What follows belongs to an exercise in optimizing a design on an open flow for small area; a production flow would make more cautious choices.
Function was checked by simulation only, so behaviour that the tests miss may differ from the original.
The flow treats the clock pin as an ideal source. Dropping or thinning the clock tree relies on that and would not hold on a real chip.
Power is estimated from default activity; no workload was simulated.

oak:
Design tcp_syn_os_fingerprinter_top, start of the top module:
module tcp_syn_os_fingerprinter_top #(
  parameter int unsigned COUNT_WIDTH = 16
) (
  input  logic         clk_i,
  input  logic         rst_ni,
  input  logic         s_axis_tvalid,
  output logic         s_axis_tready,
  input  logic [23:0]  s_axis_tdata,
  input  logic [0:0]   s_axis_tuser,
  output logic         m_axis_tvalid,
  input  logic         m_axis_tready,
  output logic [135:0] m_axis_tdata,
  output logic [0:0]   m_axis_tuser
);
  logic        in_valid_q;
  logic        op_q;
  logic [4:0]  pl_q, pl_in;
  logic [1:0]  kind_in;
  logic [2:0]  bcode_in;
  logic [7:0]  proto, obyte;
  logic        take;
  logic [2:0]  cls;
  logic        classified;
  logic [15:0] pkt, tcp, udp, cls_total;
  assign proto = s_axis_tdata[7:0];
  assign obyte = s_axis_tdata[21:14];
  always_comb begin
    if (proto == 8'd17)     kind_in = tsf_pkg::K_UDP;
    else if (proto == 8'd6) kind_in = (s_axis_tdata[8] && !s_axis_tdata[9]) ? tsf_pkg::K_TCPSYN : tsf_pkg::K_TCP;
    else                    kind_in = tsf_pkg::K_OTHER;
    case (obyte)
      8'd1:    bcode_in = tsf_pkg::B_1;
      8'd2:    bcode_in = tsf_pkg::B_2;
      8'd3:    bcode_in = tsf_pkg::B_3;
      8'd4:    bcode_in = tsf_pkg::B_4;
      8'd8:    bcode_in = tsf_pkg::B_8;
      default: bcode_in = tsf_pkg::B_OTHER;
    endcase
    pl_in[4]   = !s_axis_tuser[0] && kind_in == tsf_pkg::K_TCPSYN;
    pl_in[3]   = s_axis_tdata[13];
    pl_in[2]   = s_axis_tuser[0] ? bcode_in[2] : s_axis_tdata[12];
  ...
==> flow/config.mk <==
export PLATFORM = sky130hd
export DESIGN_NAME = tcp_syn_os_fingerprinter_top
export DESIGN_NICKNAME = tcp_syn_os_fingerprinter_top
export VERILOG_FILES = /design/flow/design.v
export SDC_FILE = /design/flow/constraint.sdc
export NUM_CORES = 4
export LEC_CHECK = 0
export CAP_MARGIN = 20
export CORE_MARGIN = 2
export CORE_UTILIZATION = 85
export SLEW_MARGIN = 20
==> flow/constraint.sdc <==
create_clock -name core_clock -period 6.0 [get_ports {clk_i}]
set_input_delay 1.2000 -clock core_clock [delete_from_list [all_inputs] [get_ports {clk_i}]]
set_output_delay 1.2000 -clock core_clock [all_outputs]
set_load 0.01 [all_outputs]
standard.sh (not shown) runs the stock make flow with config.mk's settings and CLKGATE_MAP_FILE= SYNTH_SCRIPT=/design/flow/synth_recipe.tcl, a recipe that flattens the netlist after the stock synthesis.
==> flow/flow/run.sh <==
#!/bin/bash
# Own layout flow: the standard.sh with the standard synthesis unchanged, then:
#  - constant outputs keep the single tie cell from synthesis (no per-port tie cells),
#  - port buffers use sky130_fd_sc_hd__buf_1,
#  - the clock tree is built by flow/clock_tree.tcl (sourced before CTS): one root
#    buffer driving CLK_LEAVES leaf buffers, each driving one cluster of flip-flops,
#  - before the placement repair, flow/downsize.tcl puts combinational cells with
#    few loads at their smallest drive strength; repair_design sizes up as needed.
# Each step's full output goes to its own log here.
set -euo pipefail
export PRE_CTS_TCL="$PWD/flow/clock_tree.tcl"
export CLK_LEAVES=11
export PRE_RESIZE_TCL="$PWD/flow/downsize.tcl"
export DS_MAXFO=8
export CLK_LEAF_BUF=sky130_fd_sc_hd__clkbuf_8
export CLK_ROOT_BUF=sky130_fd_sc_hd__clkbuf_16
bash standard.sh synth > 1_synth.log 2>&1
bash standard.sh SKIP_REPAIR_TIE_FANOUT=1 floorplan > 2_floorplan.log 2>&1
bash standard.sh SKIP_REPAIR_TIE_FANOUT=1 \
  "BUFFER_PORTS_ARGS=-buffer_cell sky130_fd_sc_hd__buf_1" \
  finish > 3_finish.log 2>&1
==> flow/flow/clock_tree.tcl <==
# Sourced by ORFS cts.tcl as PRE_CTS_TCL. Replaces clock_tree_synthesis with a
# small balanced tree: the clock port drives one root buffer, which drives
# CLK_LEAVES leaf buffers; each leaf drives one cluster of the flip-flops (k-means
# with equal cluster sizes).
# Every flip-flop sees the same two buffer levels.

proc ct_assign {pts cent cap} {
  # Nearest-centroid assignment with at most cap points per cluster: pairs are
  # taken in order of distance.
  set pairs {}
  set i 0
  foreach p $pts {
    set c 0
    foreach q $cent {
      lappend pairs [list [expr {abs([lindex $p 0] - [lindex $q 0]) + abs([lindex $p 1] - [lindex $q 1])}] $i $c]
      incr c
    }
    incr i
  }
  set asg [lrepeat [llength $pts] -1]
  set cnt [lrepeat [llength $cent] 0]
  foreach pr [lsort -real -index 0 $pairs] {
    lassign $pr d i c
    if {[lindex $asg $i] < 0 && [lindex $cnt $c] < $cap} {
      lset asg $i $c
      lset cnt $c [expr {[lindex $cnt $c] + 1}]
    }
  }
  return $asg
}

proc ct_kmeans {pts k iters} {
  # pts: list of {x y}; returns {cluster ids, centroids}
  set n [llength $pts]
  set cap [expr {($n + $k - 1) / $k}]
  set sorted [lsort -real -index 0 $pts]
  set cent {}
  for {set i 0} {$i < $k} {incr i} {
    lappend cent [lindex $sorted [expr {int(($i + 0.5) * $n / $k)}]]
  }
  set asg {}
  for {set it 0} {$it < $iters} {incr it} {
    set asg [ct_assign $pts $cent $cap]
    set newc {}
    for {set c 0} {$c < $k} {incr c} {
      set sx 0.0; set sy 0.0; set m 0
      foreach p $pts a $asg {
        if {$a == $c} { set sx [expr {$sx + [lindex $p 0]}]; set sy [expr {$sy + [lindex $p 1]}]; incr m }
      }
      if {$m > 0} { lappend newc [list [expr {$sx / $m}] [expr {$sy / $m}]] } else { lappend newc [lindex $cent $c] }
    }
    set cent $newc
  }
  return [list $asg $cent]
}

rename clock_tree_synthesis ct_orig_clock_tree_synthesis
proc clock_tree_synthesis {args} {
  set db [ord::get_db]
  set block [ord::get_db_block]
  set k $::env(CLK_LEAVES)
  set leaf_master [$db findMaster $::env(CLK_LEAF_BUF)]
  set root_master [$db findMaster $::env(CLK_ROOT_BUF)]
  set clknet [$block findNet clk_i]
  set sinks {}
  set pts {}
  foreach it [$clknet getITerms] {
    set inst [$it getInst]
    set bb [$inst getBBox]
    lappend sinks $it
    lappend pts [list [expr {([$bb xMin] + [$bb xMax]) / 2.0}] [expr {([$bb yMin] + [$bb yMax]) / 2.0}]]
  }
  puts "clock_tree: [llength $sinks] sinks, $k leaves"
  lassign [ct_kmeans $pts $k 30] asg cent
  # root buffer at the centroid of the leaf positions
  set rx 0.0; set ry 0.0
  foreach c $cent { set rx [expr {$rx + [lindex $c 0]}]; set ry [expr {$ry + [lindex $c 1]}] }
  set rx [expr {int($rx / $k)}]; set ry [expr {int($ry / $k)}]
  set rootnet [odb::dbNet_create $block clknet_root]
  $rootnet setSigType CLOCK
  set root [odb::dbInst_create $block $root_master clkbuf_root]
  $root setLocation $rx $ry
  $root setPlacementStatus PLACED
  [$root findITerm A] connect $clknet
  [$root findITerm X] connect $rootnet
  for {set c 0} {$c < $k} {incr c} {
    set net [odb::dbNet_create $block clknet_leaf_$c]
    $net setSigType CLOCK
    set b [odb::dbInst_create $block $leaf_master clkbuf_leaf_$c]
    $b setLocation [expr {int([lindex $cent $c 0])}] [expr {int([lindex $cent $c 1])}]
    $b setPlacementStatus PLACED
    [$b findITerm A] connect $rootnet
    [$b findITerm X] connect $net
    set m 0
    foreach it $sinks a $asg {
      if {$a == $c} { $it disconnect; $it connect $net; incr m }
    }
    puts "clock_tree: leaf $c has $m sinks"
  }
  set_propagated_clock [all_clocks]
}
==> flow/flow/downsize.tcl <==
# Sourced as PRE_RESIZE_TCL: before repair_design, swap each combinational cell
# with at most DS_MAXFO loads for the smallest cell of the same function family
# (same name but for the drive strength), so that repair_design sizes up only
# where a net needs it.
proc ds_base {name} {
  if {[regexp {^(.*)_([0-9]+)$} $name -> b d]} { return $b }
  return ""
}
set ds_lib_cells {}
foreach lc [get_lib_cells sky130_fd_sc_hd__*] {
  set n [get_name $lc]
  set b [ds_base $n]
  if {$b eq ""} continue
  if {[string match "*lpflow*" $n] || [string match "*probe*" $n]} continue
  if {[catch {set a [get_property $lc area]}]} continue
  if {![info exists ds_best($b)] || $a < $ds_besta($b)} { set ds_best($b) $n; set ds_besta($b) $a }
}
set ds_count 0
set ds_saved 0.0
foreach inst [get_cells *] {
  set n [get_property $inst ref_name]
  set lc [get_lib_cells */$n]
  if {[string match "*df*" $n] || [string match "*clk*" $n] || [string match "*conb*" $n] || [string match "*tap*" $n]} continue
  set b [ds_base $n]
  if {$b eq "" || ![info exists ds_best($b)]} continue
  set fo 0
  foreach p [get_pins -of_objects $inst -filter "direction==output"] {
    set net [get_nets -of_objects $p]
    if {$net ne ""} { incr fo [llength [get_pins -of_objects $net -filter "direction==input"]] }
  }
  if {$fo > $::env(DS_MAXFO)} continue
  if {$ds_best($b) ne $n} {
    set ds_saved [expr {$ds_saved + [get_property $lc area] - $ds_besta($b)}]
    replace_cell $inst $ds_best($b)
    incr ds_count
  }
}
puts "downsize: $ds_count cells, [format %.1f $ds_saved] um2"
#### Input delta (pine over oak)
==> flow/flow/run.sh <==
#!/bin/bash
# Own layout flow: the standard.sh with the standard synthesis unchanged, then:
#  - constant outputs keep the single tie cell from synthesis (no per-port tie cells),
#  - port buffers use sky130_fd_sc_hd__buf_1,
#  - the clock tree is built by flow/clock_tree.tcl (sourced before CTS): one root
#    buffer driving CLK_LEAVES leaf buffers, each driving one cluster of flip-flops,
#  - after CTS, flow/post_cts.tcl downsizes cells with slack to spare.
# Each step's full output goes to its own log here.
set -euo pipefail
export PRE_CTS_TCL="$PWD/flow/clock_tree.tcl"
export POST_CTS_TCL="$PWD/flow/post_cts.tcl"
export CLK_LEAVES=11
export CLK_LEAF_BUF=sky130_fd_sc_hd__clkbuf_8
export CLK_ROOT_BUF=sky130_fd_sc_hd__clkbuf_16
bash standard.sh synth > 1_synth.log 2>&1
bash standard.sh SKIP_REPAIR_TIE_FANOUT=1 floorplan > 2_floorplan.log 2>&1
bash standard.sh SKIP_REPAIR_TIE_FANOUT=1 \
  "BUFFER_PORTS_ARGS=-buffer_cell sky130_fd_sc_hd__buf_1" \
  finish > 3_finish.log 2>&1
==> flow/flow/post_cts.tcl (new file) <==
# Sourced by ORFS cts.tcl as POST_CTS_TCL, after its timing repair.
# Downsizes cells whose paths have slack to spare (OpenROAD power recovery),
# then legalizes the placement again.
estimate_parasitics -placement
repair_timing -recover_power 100 -verbose
detailed_placement
check_placement -verbose
-- flow/config.mk --
<<< oak, line 8
export CAP_MARGIN = 20
export CORE_MARGIN = 2
export CORE_UTILIZATION = 85
export SLEW_MARGIN = 20
>>> pine, line 8
export CAP_MARGIN = 20
export CORE_MARGIN = 2
export CORE_UTILIZATION = 70
export SLEW_MARGIN = 20
removed: flow/flow/downsize.tcl
[summary]
- Cmp pine and oak / global-route usage over all layers / higher: oak
- The maximum net fanout on the critical path number comes out higher for pine vs oak.
- Against oak, worst hold slack across all endpoints in pine came out worse.
diff inputs: pine => birch
==> flow/flow/run.sh <==
#!/bin/bash
# Own layout flow: the standard.sh with the standard synthesis unchanged, then:
#  - constant outputs keep the single tie cell from synthesis (no per-port tie cells),
#  - port buffers use sky130_fd_sc_hd__buf_1,
#  - the clock tree is built by flow/clock_tree.tcl (sourced before CTS): one root
#    buffer driving CLK_LEAVES leaf buffers, each driving one cluster of flip-flops,
# Each step's full output goes to its own log here.
set -euo pipefail
export PRE_CTS_TCL="$PWD/flow/clock_tree.tcl"
export CLK_LEAVES=10
export CLK_LEAF_BUF=sky130_fd_sc_hd__clkbuf_8
export CLK_ROOT_BUF=sky130_fd_sc_hd__clkbuf_16
bash standard.sh synth > 1_synth.log 2>&1
bash standard.sh SKIP_REPAIR_TIE_FANOUT=1 floorplan > 2_floorplan.log 2>&1
bash standard.sh SKIP_REPAIR_TIE_FANOUT=1 \
  "BUFFER_PORTS_ARGS=-buffer_cell sky130_fd_sc_hd__buf_1" \
  finish > 3_finish.log 2>&1
removed: flow/flow/post_cts.tcl
Notes after the runs:
Ratio of final minimum period to clock period ended up 1.4 points higher on birch than on pine. Area: birch vs pine -> birch smaller. [compare] base=pine new=birch: max-capacitance violation count neither gained nor lost much; utilization saw a decrease. Diff pine -> birch: synthesized area neither gained nor lost much, fraction of final layout cells sized beyond drive strength 1 -0.49 points, setup slack has decreased.
## Diff of input files: maple against birch
-- flow/flow/run.sh --
<<< birch, line 8
set -euo pipefail
export PRE_CTS_TCL="$PWD/flow/clock_tree.tcl"
export CLK_LEAVES=10
export CLK_LEAF_BUF=sky130_fd_sc_hd__clkbuf_8
export CLK_ROOT_BUF=sky130_fd_sc_hd__clkbuf_16
>>> maple, line 8
set -euo pipefail
export PRE_CTS_TCL="$PWD/flow/clock_tree.tcl"
export CLK_LEAVES=11
export CLK_LEAF_BUF=sky130_fd_sc_hd__clkbuf_8
export CLK_ROOT_BUF=sky130_fd_sc_hd__clkbuf_16
[summary]
- maple was carried through to the last stage, and its layout satisfied the timing, design-rule and antenna checks.
- For period utilization, maple and birch come out practically identical.
- Reported for birch and maple, netlist area before placement turned out identical to the last digit.
- Between maple and birch, it is maple whose total length of routed wires is higher, by 0.50%.
- Final cell count: birch vs maple — no meaningful difference
- Design area of maple is on par with birch.
- Per the comparison of maple with birch, final worst setup slack was more or less identical; total power up about 0.8%.
Setup changes, maple to cedar
==> flow/flow/run.sh <==
#!/bin/bash
# Own layout flow: the standard.sh with the standard synthesis unchanged, then:
#  - constant outputs keep the single tie cell from synthesis (no per-port tie cells),
#  - port buffers use sky130_fd_sc_hd__buf_1,
#  - the clock tree is built by flow/clock_tree.tcl (sourced before CTS): one root
#    buffer driving CLK_LEAVES leaf buffers, each driving one cluster of flip-flops,
#  - after global routing, ORFS's power recovery (RECOVER_POWER) downsizes cells
#    with slack to spare; flow/post_grt.tcl then repairs slew and capacitance.
# Each step's full output goes to its own log here.
set -euo pipefail
export PRE_CTS_TCL="$PWD/flow/clock_tree.tcl"
export CLK_LEAVES=11
export POST_GLOBAL_ROUTE_TCL="$PWD/flow/post_grt.tcl"
export CLK_LEAF_BUF=sky130_fd_sc_hd__clkbuf_8
export CLK_ROOT_BUF=sky130_fd_sc_hd__clkbuf_16
bash standard.sh synth > 1_synth.log 2>&1
bash standard.sh SKIP_REPAIR_TIE_FANOUT=1 floorplan > 2_floorplan.log 2>&1
bash standard.sh SKIP_REPAIR_TIE_FANOUT=1 \
  "BUFFER_PORTS_ARGS=-buffer_cell sky130_fd_sc_hd__buf_1" \
  RECOVER_POWER=100 \
  finish > 3_finish.log 2>&1
==> flow/flow/post_grt.tcl (new file) <==
# Sourced by ORFS global_route.tcl as POST_GLOBAL_ROUTE_TCL, after its power
# recovery: repairs any max-slew or max-capacitance violation the downsizing
# left, with global-route parasitics, then reroutes the changed nets.
global_route -start_incremental
repair_design -verbose -cap_margin 20 -slew_margin 20
detailed_placement
global_route -end_incremental
estimate_parasitics -global_routing
report_check_types -max_slew -max_capacitance -violators
Findings:
- The final layout from cedar, which completed every stage, passed the timing, design-rule and antenna checks at the end of the flow.
- Between cedar and maple, the combinational cell fraction of total power figures differ only marginally.
- On post-layout total power, cedar tracks maple almost exactly.
- Sort cedar and maple by mean routed wirelength per cell desc -> top: maple
- Per the comparison of cedar with maple, net switching power fell 5.5 uW, detailed route wirelength on metal3 now sits higher, total iterations of the first detailed-routing run shows an increase of 2, required time of the critical path shows no meaningful change.
- Compared with maple, in cedar highest clock frequency the design can meet grew by about 1.8%; die area held steady.
- The final reports for cedar and maple show smallest setup slack after layout higher in the former.
In every run of this note, the design's own scripts or RTL, not TritonCTS, make the clock network.

## port drivers added, routing unchanged
The results above use ideal ports. As a check the final layouts listed here were re-extracted and re-timed, cells and wires unchanged. Step 1 sets driving cells, clkbuf_16 on the clock port and buf_2 on the other inputs (assumed; they add their load-dependent delay and slew). Step 2 adds t to the input delays and takes it off the output delays; t is the mean of the earliest and latest rising clock arrival at the registers after step 1. Input paths then give back, and output paths get back, about the clock's delay inside the block. Three values: ideal ports, drivers, drivers and shift; two values: the first two.
| run | t, ns | setup WS [ns] | slew at the worst register clock pin (ns) |
|---|---|---|---|
| oak | 0.392 | 0.714 / 0.678 / 1.070 | 0.10 / 0.10 |
| pine | 0.394 | 1.033 / 0.997 / 1.391 | 0.10 / 0.10 |
| birch | 0.394 | 0.946 / 0.913 / 1.307 | 0.12 / 0.12 |
| maple | 0.396 | 0.949 / 0.915 / 1.311 | 0.11 / 0.11 |
| cedar | 0.393 | 1.038 / 1.002 / 1.395 | 0.10 / 0.10 |
After both steps every run listed still meets setup and hold.
